Background: an optimization exercise with open tools, aiming at small area and a short achievable clock period. Do not read the settings as production practice.
Only simulation tests tie the RTL to the original design; equivalence was not proved.
Power and IR drop assume default switching activity.

== the previous run ==
Design ex_stage_top, start of the top module:
module ex_stage_top (
	input  logic         clk,
	input  logic         rst,           
	input  logic [3:0]   dec_valid,
	input  logic [127:0] dec_pc,
	input  logic [127:0] dec_ins,
	input  logic [127:0] dec_op1,
	input  logic [127:0] dec_op2,
	input  logic [8:0]   dispatch_sel,  
	output logic [3:0]   wb_wen,
	output logic [19:0]  wb_rd,
	output logic [127:0] wb_data,
	output logic [3:0]   jump_en,
	output logic [127:0] jump_addr
);
For scale: ~810 I/O pins, about 0.092 mm^2 of cells after synthesis.
Settings: LEC_CHECK=0, CAP_MARGIN=35, CORE_MARGIN=2, CORE_UTILIZATION=30, PLACE_DENSITY=0.45, SETUP_SLACK_MARGIN=0.4, SLEW_MARGIN=35, SYNTH_HIERARCHICAL=1; clock period 12.0 ns.
run.sh (not shown) runs the stock make flow with config.mk's settings and CLKGATE_MAP_FILE= SYNTH_SCRIPT=/design/flow/synth_recipe.tcl, a recipe that flattens the netlist after the stock synthesis.
Changes in the current run relative to the previous run:
Settings: CTS_BUF_LIST newly set to sky130_fd_sc_hd__clkbuf_8; CTS_CLUSTER_SIZE newly set to 30; CTS_CLUSTER_DIAMETER newly set to 60.
==> flow/flow/run.sh (new file) <==
#!/bin/bash
# Standard synthesis, then the standard flow's own layout with two changes: port buffers
# of a plain buffer cell (not the slow delay buffer buffer_ports picks by
# itself), and timing repair aimed at a tighter setup margin.
set -euo pipefail
bash standard.sh synth > synth.log 2>&1
bash standard.sh finish SETUP_SLACK_MARGIN=6.5 "BUFFER_PORTS_ARGS=-buffer_cell sky130_fd_sc_hd__buf_2" > layout.log 2>&1
==> flow/standard.sh (new file) <==
#!/bin/bash
# synth_recipe.tcl (not shown) runs the flow's synth.tcl, then flattens the netlist and writes it again
# the make line also repeats each setting of config.mk as NAME=value (left out here)
make -C /OpenROAD-flow-scripts/flow DESIGN_CONFIG=/design/flow/config.mk WORK_HOME=/design/flow/orfs CLKGATE_MAP_FILE= SYNTH_SCRIPT=/design/flow/synth_recipe.tcl "${@:-finish}"
removed: flow/run.sh
### Flow results
The current run vs the previous run — met2 global-route usage dropped 0.38 points. Between the current run and the previous run, it is the current run whose final design area excluding fillers is lower, by 680 um^2. Summary: with the previous run as the reference, cell leakage power in the current run moved up by a few percent. Final period utilization, the current run and the previous run: lower on the current run. From the previous run to the current run the numbers moved as follows: endpoint arrival time on the critical path decreased by 0.85 ns relative to the old numbers, routed wire length increased by 5.7 mm relative to the old numbers. There was hardly any difference in number of placed instances with taps included between the current run and the previous run. Summary — total power after layout, the current run relative to the previous run: lower, by 0.36%. Per the comparison of the current run with the previous run, final core utilization lost 0.22 points, share of power burned in the clock network lost 5.5 points.

---

The RTL this note starts from:
==> flow/design.v <==
`timescale 1ns/1ps
module ex_stage_top (
	input  logic         clk,
	input  logic         rst,           
	input  logic [3:0]   dec_valid,
	input  logic [127:0] dec_pc,
	input  logic [127:0] dec_ins,
	input  logic [127:0] dec_op1,
	input  logic [127:0] dec_op2,
	input  logic [8:0]   dispatch_sel,  
	output logic [3:0]   wb_wen,
	output logic [19:0]  wb_rd,
	output logic [127:0] wb_data,
	output logic [3:0]   jump_en,
	output logic [127:0] jump_addr
);
	logic [3:0] issue;
	always_comb begin
		issue = '0;
		for (int l = 0; l < 3; l++) begin
			if (dispatch_sel[3*l +: 3] != 3'd4) issue[dispatch_sel[3*l +: 2]] = 1'b1;
		end
	end
	for (genvar t = 0; t < 4; t++) begin : g_thread
		ex_thread i_thread (
			.clk       (clk),
			.rst       (rst),
			.issue     (issue[t]),
			.dec_valid (dec_valid[t]),
			.dec_pc    (dec_pc[32*t +: 32]),
			.dec_ins   (dec_ins[32*t +: 32]),
			.dec_op1   (dec_op1[32*t +: 32]),
			.dec_op2   (dec_op2[32*t +: 32]),
			.wb_wen    (wb_wen[t]),
			.wb_rd     (wb_rd[5*t +: 5]),
			.wb_data   (wb_data[32*t +: 32]),
			.jump_en   (jump_en[t]),
			.jump_addr (jump_addr[32*t +: 32])
		);
	end
endmodule
module ex_thread (
	input  logic        clk,
	input  logic        rst,
	input  logic        issue,
	input  logic        dec_valid,
	input  logic [31:0] dec_pc,
	input  logic [31:0] dec_ins,
	input  logic [31:0] dec_op1,
	input  logic [31:0] dec_op2,
	output logic        wb_wen,
	output logic [4:0]  wb_rd,
	output logic [31:0] wb_data,
	output logic        jump_en,
	output logic [31:0] jump_addr
);
	localparam logic [2:0] K_NONE = 3'd0, K_ADD = 3'd1, K_SUB = 3'd2, K_XOR = 3'd3,
		K_OR = 3'd4, K_AND = 3'd5, K_BEQ = 3'd6, K_BNE = 3'd7;
	logic [2:0]       h;
	logic [2:0]       q_v;
	logic [2:0][2:0]  q_k;
	logic [2:0][31:0] q_pc;
	logic [2:0][4:0]  q_rd;   
	logic [2:0][6:0]  q_f7;   
	logic [2:0][4:0]  q_rs1;
	logic [2:0][4:0]  q_rs2;
	logic [2:0][31:0] q_a;
	logic [2:0][31:0] q_b;
	logic        r_wen, r_jen, r_cin;
	logic [4:0]  r_rd;
	logic [31:0] r_p, r_g;
	logic [31:0] r_val;  
	pg_add i_add (
		.p   (r_p),
		.g   (r_g),
		.cin (r_cin),
		.s   (r_val)
	);
	assign wb_wen    = r_wen;
	assign wb_rd     = r_rd;
	assign wb_data   = r_val;
	assign jump_en   = r_jen;
	assign jump_addr = r_val;
	logic [2:0]  in_k;
	logic [31:0] in_a, in_b;
	logic [6:0]  opc;
	logic [2:0]  f3;
	logic [6:0]  f7;
	assign opc = dec_ins[6:0];
	assign f3  = dec_ins[14:12];
	assign f7  = dec_ins[31:25];
	always_comb begin
		in_k = K_NONE;
		if (opc == 7'b0110011 && dec_ins[11:7] != 5'd0) begin
			case ({f7, f3})
				{7'h00, 3'b000}: in_k = K_ADD;
				{7'h20, 3'b000}: in_k = K_SUB;
				{7'h00, 3'b100}: in_k = K_XOR;
				{7'h00, 3'b110}: in_k = K_OR;
				{7'h00, 3'b111}: in_k = K_AND;
				default:         in_k = K_NONE;
			endcase
		end else if (opc == 7'b1100011) begin
			if (f3 == 3'b000) in_k = K_BEQ;
			else if (f3 == 3'b001) in_k = K_BNE;
		end
	end
	assign in_a = (r_wen && dec_ins[19:15] == r_rd) ? r_val : dec_op1;
	assign in_b = (r_wen && dec_ins[24:20] == r_rd) ? r_val : dec_op2;
	logic [2:0] m_a, m_b;
	always_comb begin
		for (int i = 0; i < 3; i++) begin
			m_a[i] = r_wen && q_rs1[i] == r_rd;
			m_b[i] = r_wen && q_rs2[i] == r_rd;
		end
	end
	logic        empty;
	logic        e_v;
	logic [2:0]  e_k;
	logic [31:0] e_pc, e_a, e_b;
	logic [4:0]  e_rd;
	logic [6:0]  e_f7;
	logic [2:0]  hk;
	logic [31:0] hpc, ha, hb;
	logic [4:0]  hrd;
	logic [6:0]  hf7;
	logic        hma, hmb;
	always_comb begin
		hk = '0; hpc = '0; hrd = '0; hf7 = '0; ha = '0; hb = '0; hma = 1'b0; hmb = 1'b0;
		for (int i = 0; i < 3; i++) begin
			hk  = hk  | ({3{h[i]}}  & q_k[i]);
			hpc = hpc | ({32{h[i]}} & q_pc[i]);
			hrd = hrd | ({5{h[i]}}  & q_rd[i]);
			hf7 = hf7 | ({7{h[i]}}  & q_f7[i]);
			ha  = ha  | ({32{h[i]}} & q_a[i]);
			hb  = hb  | ({32{h[i]}} & q_b[i]);
			hma = hma | (h[i] & m_a[i]);
			hmb = hmb | (h[i] & m_b[i]);
		end
		empty = q_v == 3'b000;
		if (!empty) begin
			e_k  = hk;
			e_pc = hpc;
			e_rd = hrd;
			e_f7 = hf7;
			e_a  = hma ? r_val : ha;
			e_b  = hmb ? r_val : hb;
		end else begin
			e_k  = in_k;
			e_pc = dec_pc;
			e_rd = dec_ins[11:7];
			e_f7 = f7;
			e_a  = in_a;
			e_b  = in_b;
		end
		e_v = (!empty || dec_valid) && !r_jen;  
	end
	logic [31:0] bx, x, imm;
	logic        is_br, sub, is_as, eq;
	always_comb begin
		sub   = e_k == K_SUB;
		is_as = e_k == K_ADD || e_k == K_SUB;
		is_br = e_k[2] && e_k[1];
		bx    = e_b ^ {32{sub}};
		x     = e_a ^ bx;
		eq    = x == 32'd0;  
		imm   = {{20{e_f7[6]}}, e_rd[0], e_f7[5:0], e_rd[4:1], 1'b0};
	end
	always_ff @(posedge clk) begin
		r_wen <= rst && issue && e_v && e_k != K_NONE && !is_br;
		r_jen <= rst && issue && e_v && is_br && (eq ^ e_k[0]);
		r_cin <= sub;
		r_rd  <= e_rd;
		case (e_k)
			K_OR:         r_p <= e_a | e_b;
			K_AND:        r_p <= e_a & e_b;
			K_BEQ, K_BNE: r_p <= e_pc ^ imm;
			default:      r_p <= x;
		endcase
		r_g <= is_br ? (e_pc & imm) : ({32{is_as}} & e_a & bx);
	end
	logic       dup, shift, store, flush;
	logic [2:0] s_v, h_n, tail;
	always_comb begin
		dup = 1'b0;
		for (int i = 0; i < 3; i++) begin
			if (q_v[i] && q_pc[i] == dec_pc) dup = 1'b1;
		end
		shift = issue && !empty;
		s_v   = shift ? (q_v & ~h) : q_v;         
		h_n   = shift ? {h[1:0], h[2]} : h;
		for (int i = 0; i < 3; i++) begin
			tail[i] = (s_v == 3'b000) ? h_n[i] : (!s_v[i] && s_v[(i+2)%3]);
		end
		store = dec_valid && !dup && !(issue && empty);
		flush = !rst || r_jen;
	end
	always_ff @(posedge clk) begin
		h   <= !rst ? 3'b001 : h_n;
		q_v <= flush ? 3'b000 : (s_v | ({3{store}} & tail));
	end
	for (genvar i = 0; i < 3; i++) begin : g_entry
		logic ld, fa, fb, ha_, hb_;
		assign ld  = !s_v[i];
		assign fa  = s_v[i] && m_a[i];
		assign fb  = s_v[i] && m_b[i];
		assign ha_ = s_v[i] && !m_a[i];
		assign hb_ = s_v[i] && !m_b[i];
		always_ff @(posedge clk) begin
			if (ld) begin
				q_k[i]   <= in_k;
				q_pc[i]  <= dec_pc;
				q_rd[i]  <= dec_ins[11:7];
				q_f7[i]  <= f7;
				q_rs1[i] <= dec_ins[19:15];
				q_rs2[i] <= dec_ins[24:20];
			end
			q_a[i] <= ({32{ld}} & in_a) | ({32{fa}} & r_val) | ({32{ha_}} & q_a[i]);
			q_b[i] <= ({32{ld}} & in_b) | ({32{fb}} & r_val) | ({32{hb_}} & q_b[i]);
		end
	end
endmodule
module pg_add (
	input  logic [31:0] p,
	input  logic [31:0] g,
	input  logic        cin,
	output logic [31:0] s
);
	always_comb begin
		logic [31:0] gg, pp;
		gg = g;
		pp = p;
		gg[0] = g[0] | (p[0] & cin);
		for (int d = 1; d < 32; d = d * 2) begin
			for (int i = 31; i >= d; i--) begin
				gg[i] = gg[i] | (pp[i] & gg[i-d]);
				pp[i] = pp[i] & pp[i-d];
			end
		end
		s = p ^ {gg[30:0], cin};
	end
endmodule
export LEC_CHECK = 0
export CAP_MARGIN = 35
export CORE_MARGIN = 2
export CORE_UTILIZATION = 50
export PLACE_DENSITY = 0.62
export SETUP_SLACK_MARGIN = 0.4
export SLEW_MARGIN = 35
export SYNTH_HIERARCHICAL = 1
create_clock -name core_clock -period 12.0 [get_ports {clk}]
Stock flow here: none of the scripts above is used.
The baseline completed with no timing, DRC or antenna violations.
==> next run, changes <==
==> flow/flow/run.sh (new file) <==
#!/bin/bash
# Standard synthesis, then the standard flow's own layout with two changes: port buffers
# of a plain buffer cell (not the slow delay buffer buffer_ports picks by
# itself), and timing repair aimed at a tighter setup margin.
set -euo pipefail
bash standard.sh synth > synth.log 2>&1
bash standard.sh finish SETUP_SLACK_MARGIN=6.5 "BUFFER_PORTS_ARGS=-buffer_cell sky130_fd_sc_hd__buf_2" > layout.log 2>&1
==> flow/standard.sh (new file) <==
#!/bin/bash
# synth_recipe.tcl (not shown) runs the flow's synth.tcl, then flattens the netlist and writes it again
# the make line also repeats each setting of config.mk as NAME=value (left out here)
make -C /OpenROAD-flow-scripts/flow DESIGN_CONFIG=/design/flow/config.mk WORK_HOME=/design/flow/orfs CLKGATE_MAP_FILE= SYNTH_SCRIPT=/design/flow/synth_recipe.tcl "${@:-finish}"
CORE_UTILIZATION = 30   (was 50)
PLACE_DENSITY = 0.45   (was 0.62)
removed: flow/run.sh
Result: Clock skew rose by 0.024 ns. Cell count grows by 16%. Wire length climbs by about 13%. Core utilization falls by 22 points. Sequential power rises by about 2%. Clock-buffer cell count goes up by 11. Power rises by 7.0%. Design area climbs by 3.7%. Via count came out higher by 0.63%. Maximum frequency grows by about 17%. Worst setup slack gets better by 1.1 ns.

-- port drivers added, routing unchanged --
Ports are ideal in the flow. The routed layouts listed here were re-timed in OpenROAD.
Step 1: set_driving_cell puts a clkbuf_16 on clk and a buf_2 on each other input, an assumption about the parent block.
Step 2 moves the port delays by t, midway between the first and last clock arrival at a register: inputs arrive t later, outputs are due t later. That takes back most of the time a late clock gives input paths.
Three values: ideal, step 1, step 2; two values: the first two.
run | shift t [ns] | setup slack, ns | worst hold slack (ns) | latest minus earliest clock arrival (ns) | cell pins on the clock port's net
the previous run | 0.976 | 4.878 / 4.775 / 4.665 | 0.491 / 0.491 / 0.491 | 0.052 / 0.053 | 1
the current run | 1.099 | 5.726 / 5.633 / 5.634 | 0.500 / 0.500 / 0.500 | 0.104 / 0.104 | 1
the first run of note 2 | 0.951 | 4.822 / 4.733 / 4.739 | 0.494 / 0.494 / 0.494 | 0.035 / 0.035 | 1
the second run of note 2 | 0.978 | 5.872 / 5.774 / 5.705 | 0.492 / 0.492 / 0.492 | 0.062 / 0.062 | 1
After both steps every run listed still meets setup and hold. For the previous run, which loses most, drivers alone change the setup slack by -0.103 ns; drivers and shift together by -0.213 ns.
